This design comes from an exercise in tuning for a short achievable clock period and few clock cycles on the open sky130 flow, not from production work. Only simulation tests tie the RTL to the original design; equivalence was not proved.

## north
==> module mips_next_sums, before the edit <==
module mips_next_sums #(parameter int W = 10)
(
  input  logic [W-1:0] x,
  input  logic [W-1:0] off,
  output logic [W-1:0] p1,
  output logic [W-1:0] pt
);
  assign p1 = x + W'(1);
  assign pt = x + W'(1) + off;
endmodule
==> module mips_multicycle_core, before the edit <==
module mips_multicycle_core
#(
  parameter int                ADDR_W   = 10,
  parameter logic [ADDR_W-1:0] RESET_PC = '0
) (
  input  logic              clk,
  input  logic              rst,
  input  logic              run,
  output logic              imem_req,
  output logic [ADDR_W-1:0] imem_addr,
  input  logic              imem_ready,
  input  logic [31:0]       imem_rdata,
  output logic              dmem_req,
  output logic              dmem_we,
  output logic [ADDR_W-1:0] dmem_addr,
  output logic [31:0]       dmem_wdata,
  input  logic              dmem_ready,
  input  logic [31:0]       dmem_rdata,
  input  logic [4:0]        dbg_sel,
  output logic [31:0]       dbg_reg,
  output logic [ADDR_W-1:0] dbg_pc,
  output logic              retire,
  output logic              halted
);
  logic [ADDR_W-1:0]  pc;
  logic               halt_r;
  logic [31:0]        rfv [32];
  logic [31:0][31:0]  rfp;
  logic               e_v;
  mips_pkg::ctrl_t    e_ctrl;
  logic               e_wen;
  logic [4:0]         e_widx;
  logic [31:0]        e_we;       
  logic signed [31:0] e_a, e_b, e_bop;
  logic [4:0]         e_shamt;
  logic [ADDR_W-1:0]  e_off, e_pc1, e_btgt;
  always_comb for (int i = 0; i < 32; i++) rfp[i] = rfv[i];
  logic signed [31:0] alu_res, e_res;
  logic               alu_zero, e_mem, e_done, trap, take;
  logic [ADDR_W-1:0]  e_npc;
  mips_alu u_alu (
    .a      (e_a),
    .b      (e_bop),
    .op     (e_ctrl.op),
    .shamt  (e_shamt),
    .result (alu_res),
    .zero   (alu_zero)
  );
  assign e_res  = e_ctrl.is_lw ? dmem_rdata : alu_res;
  assign e_mem  = e_ctrl.is_lw || e_ctrl.is_sw;
  assign e_done = !e_mem || dmem_ready;
  assign take   = (e_ctrl.is_beq && (e_a == e_b)) || (e_ctrl.is_bne && (e_a != e_b));
  assign e_npc  = e_ctrl.is_j ? e_off : (take ? e_btgt : e_pc1);
  assign trap   = e_v && !e_ctrl.valid;
  assign retire     = e_v && e_ctrl.valid && e_done;
  assign halted     = halt_r;
  assign dmem_req   = e_v && e_ctrl.valid && e_mem;
  assign dmem_we    = e_v && e_ctrl.valid && e_ctrl.is_sw;
  assign dmem_addr  = e_a[ADDR_W-1:0] + e_off;
  assign dmem_wdata = e_b;
  mips_dbg_read u_dbg (.d(rfp), .sel(dbg_sel), .q(dbg_reg));
  assign dbg_pc     = pc;
  assign imem_req  = run && !trap && !halt_r && (!e_v || e_done);
  assign imem_addr = e_v ? e_npc : pc;
  logic [31:0]        fi;
  logic               f_ok, fwd_a, fwd_b;
  mips_pkg::ctrl_t    f_ctrl;
  logic [4:0]         f_rs, f_rt, f_widx;
  logic signed [31:0] f_a, f_b, f_simm, f_zimm, f_bop, rd_a, rd_b;
  logic [ADDR_W-1:0]  f_pc1, f_btgt;
  assign fi     = imem_rdata;
  assign f_ok   = imem_req && imem_ready;
  assign f_ctrl = mips_pkg::decode(fi[31:26], fi[5:0]);
  assign f_rs   = fi[25:21];
  assign f_rt   = fi[20:16];
  assign f_widx = f_ctrl.wr_rt ? fi[20:16] : fi[15:11];
  assign f_simm = {{16{fi[15]}}, fi[15:0]};
  assign f_zimm = {16'h0000, fi[15:0]};
  logic [ADDR_W-1:0] off_f;
  assign off_f = fi[ADDR_W-1:0];
  logic [ADDR_W-1:0] s1_pc, st_pc, s1_j, st_j, s1_b, st_b, s1_s, st_s;
  mips_next_sums #(.W(ADDR_W)) u_ns_pc (.x(pc),     .off(off_f), .p1(s1_pc), .pt(st_pc));
  mips_next_sums #(.W(ADDR_W)) u_ns_j  (.x(e_off),  .off(off_f), .p1(s1_j),  .pt(st_j));
  mips_next_sums #(.W(ADDR_W)) u_ns_b  (.x(e_btgt), .off(off_f), .p1(s1_b),  .pt(st_b));
  mips_next_sums #(.W(ADDR_W)) u_ns_s  (.x(e_pc1),  .off(off_f), .p1(s1_s),  .pt(st_s));
  always_comb begin
    if (!e_v) begin
      f_pc1  = s1_pc;
      f_btgt = st_pc;
    end else if (e_ctrl.is_j) begin
      f_pc1  = s1_j;
      f_btgt = st_j;
    end else if (take) begin
      f_pc1  = s1_b;
      f_btgt = st_b;
    end else begin
      f_pc1  = s1_s;
      f_btgt = st_s;
    end
  end
  mips_rf_mux u_rs_mux (.d(rfp), .sel(f_rs), .q(rd_a));
  mips_rf_mux u_rt_mux (.d(rfp), .sel(f_rt), .q(rd_b));
  assign fwd_a = e_v && e_wen && (e_widx == f_rs);
  assign fwd_b = e_v && e_wen && (e_widx == f_rt);
  assign f_a   = fwd_a ? e_res : rd_a;
  assign f_b   = fwd_b ? e_res : rd_b;
  always_comb begin
    case (f_ctrl.src)
      mips_pkg::SRC_SIMM: f_bop = f_simm;
      mips_pkg::SRC_ZIMM: f_bop = f_zimm;
      default:            f_bop = f_b;
    endcase
  end
  always_ff @(posedge clk) begin
    if (rst) begin
      pc     <= RESET_PC;
      halt_r <= 1'b0;
      e_v    <= 1'b0;
      for (int i = 0; i < 32; i++) rfv[i] <= '0;
    end else begin
      if (retire) begin
        pc <= e_npc;
        for (int i = 1; i < 32; i++) if (e_we[i]) rfv[i] <= e_res;
      end
      if (trap && !halt_r) begin
        halt_r <= 1'b1;
        pc     <= e_pc1;
      end
      if (f_ok)        e_v <= 1'b1;
      else if (retire) e_v <= 1'b0;
    end
  end
  always_ff @(posedge clk) begin
    if (f_ok) begin
      e_ctrl  <= f_ctrl;
      e_wen   <= f_ctrl.wr_en && (f_widx != 5'd0);
      e_widx  <= f_widx;
      for (int i = 0; i < 32; i++) e_we[i] <= f_ctrl.wr_en && (f_widx == 5'(i)) && (i != 0);
      e_a     <= f_a;
      e_b     <= f_b;
      e_bop   <= f_bop;
      e_shamt <= fi[10:6];
      e_off   <= fi[ADDR_W-1:0];
      e_pc1   <= f_pc1;
      e_btgt  <= f_btgt;
    end
  end
endmodule
clock: 8.0 ns
lec_check: 0
cap_margin: 20
core_margin: 2
core_utilization: 35
place_density: 0.55
setup_slack_margin: 4.5
slew_margin: 20
synth_hierarchical: 1
synth_minimum_keep_size: 0
tns_end_percent: 100
run.sh (not shown) runs the stock make flow with config.mk's settings and CLKGATE_MAP_FILE= SYNTH_SCRIPT=/design/flow/synth_recipe.tcl, a recipe that flattens the netlist after the stock synthesis.
Testbench counts of north, summed over its fixed seeds: cycles 4,192.
[inputs] east vs north
-- flow/design.v --
<<< north, line 175
  end
endmodule
module mips_next_sums #(parameter int W = 10)
(
  input  logic [W-1:0] x,
  input  logic [W-1:0] off,
  output logic [W-1:0] p1,
  output logic [W-1:0] pt
);
  assign p1 = x + W'(1);
  assign pt = x + W'(1) + off;
endmodule
module mips_multicycle_core
#(
>>> east, line 175
  end
endmodule
module mips_multicycle_core
#(
<<< north, line 254
  logic [4:0]         f_rs, f_rt, f_widx;
  logic signed [31:0] f_a, f_b, f_simm, f_zimm, f_bop, rd_a, rd_b;
  logic [ADDR_W-1:0]  f_pc1, f_btgt;
  assign fi     = imem_rdata;
  assign f_ok   = imem_req && imem_ready;
>>> east, line 244
  logic [4:0]         f_rs, f_rt, f_widx;
  logic signed [31:0] f_a, f_b, f_simm, f_zimm, f_bop, rd_a, rd_b;
  logic [ADDR_W-1:0]  f_pc1;
  assign fi     = imem_rdata;
  assign f_ok   = imem_req && imem_ready;
<<< north, line 263
  assign f_simm = {{16{fi[15]}}, fi[15:0]};
  assign f_zimm = {16'h0000, fi[15:0]};
  logic [ADDR_W-1:0] off_f;
  assign off_f = fi[ADDR_W-1:0];
  logic [ADDR_W-1:0] s1_pc, st_pc, s1_j, st_j, s1_b, st_b, s1_s, st_s;
  mips_next_sums #(.W(ADDR_W)) u_ns_pc (.x(pc),     .off(off_f), .p1(s1_pc), .pt(st_pc));
  mips_next_sums #(.W(ADDR_W)) u_ns_j  (.x(e_off),  .off(off_f), .p1(s1_j),  .pt(st_j));
  mips_next_sums #(.W(ADDR_W)) u_ns_b  (.x(e_btgt), .off(off_f), .p1(s1_b),  .pt(st_b));
  mips_next_sums #(.W(ADDR_W)) u_ns_s  (.x(e_pc1),  .off(off_f), .p1(s1_s),  .pt(st_s));
  always_comb begin
    if (!e_v) begin
      f_pc1  = s1_pc;
      f_btgt = st_pc;
    end else if (e_ctrl.is_j) begin
      f_pc1  = s1_j;
      f_btgt = st_j;
    end else if (take) begin
      f_pc1  = s1_b;
      f_btgt = st_b;
    end else begin
      f_pc1  = s1_s;
      f_btgt = st_s;
    end
  end
  mips_rf_mux u_rs_mux (.d(rfp), .sel(f_rs), .q(rd_a));
  mips_rf_mux u_rt_mux (.d(rfp), .sel(f_rt), .q(rd_b));
>>> east, line 253
  assign f_simm = {{16{fi[15]}}, fi[15:0]};
  assign f_zimm = {16'h0000, fi[15:0]};
  assign f_pc1  = imem_addr + ADDR_W'(1);
  mips_rf_mux u_rs_mux (.d(rfp), .sel(f_rs), .q(rd_a));
  mips_rf_mux u_rt_mux (.d(rfp), .sel(f_rt), .q(rd_b));
<<< north, line 329
      e_off   <= fi[ADDR_W-1:0];
      e_pc1   <= f_pc1;
      e_btgt  <= f_btgt;
    end
  end
>>> east, line 298
      e_off   <= fi[ADDR_W-1:0];
      e_pc1   <= f_pc1;
      e_btgt  <= f_pc1 + fi[ADDR_W-1:0];
    end
  end
- As of east, die extent in x had fallen by a few percent compared to north.
- Post-synthesis cell count, east and north: lower on east
- Worst-case setup margin in the final layout on east is ahead of north.
- east vs north: final standard cell area without fillers down by a few percent
- Nothing crashed in east and all stages finished; the problem is that the final layout failed, the offending checks being slew limit.
- Delta(detailed-route wire length on metal 1, east - north) < 0
- Max freq north -> east: improved
- Of east and north, north shows the lower flip-flop and latch share of the layout cell area, with east above it.
- east — portion of the layout cell area used by non-clock buffers 0.17 points higher, north as reference
Testbench counts of east, summed over its fixed seeds: cycles 4,192.

## port drivers added, routing unchanged
The flow's constraints put no driver on any port. The routed layouts listed below were extracted and timed again, unchanged, in two steps. Step 1, drivers: a clkbuf_16 drives clk and a buf_2 each remaining input, both assumed. Step 2 moves the port delays by t, midway between the first and last clock arrival at a register: inputs arrive t later, outputs are due t later. That takes back most of the time a late clock gives input paths. Three values: ideal ports, drivers, drivers and shift; two values: the first two.
run | t (ns) | slack for setup (ns) | slew at the worst register clock pin (ns) | pins driven straight from the clock port
north | 0.900 | 2.919 / 2.859 / 2.859 | 0.07 / 0.07 | 1
east | 0.908 | 2.971 / 2.757 / 2.757 | 0.08 / 0.08 | 1
For east, which loses most, drivers alone change the setup slack by -0.214 ns; drivers and shift together by -0.214 ns.
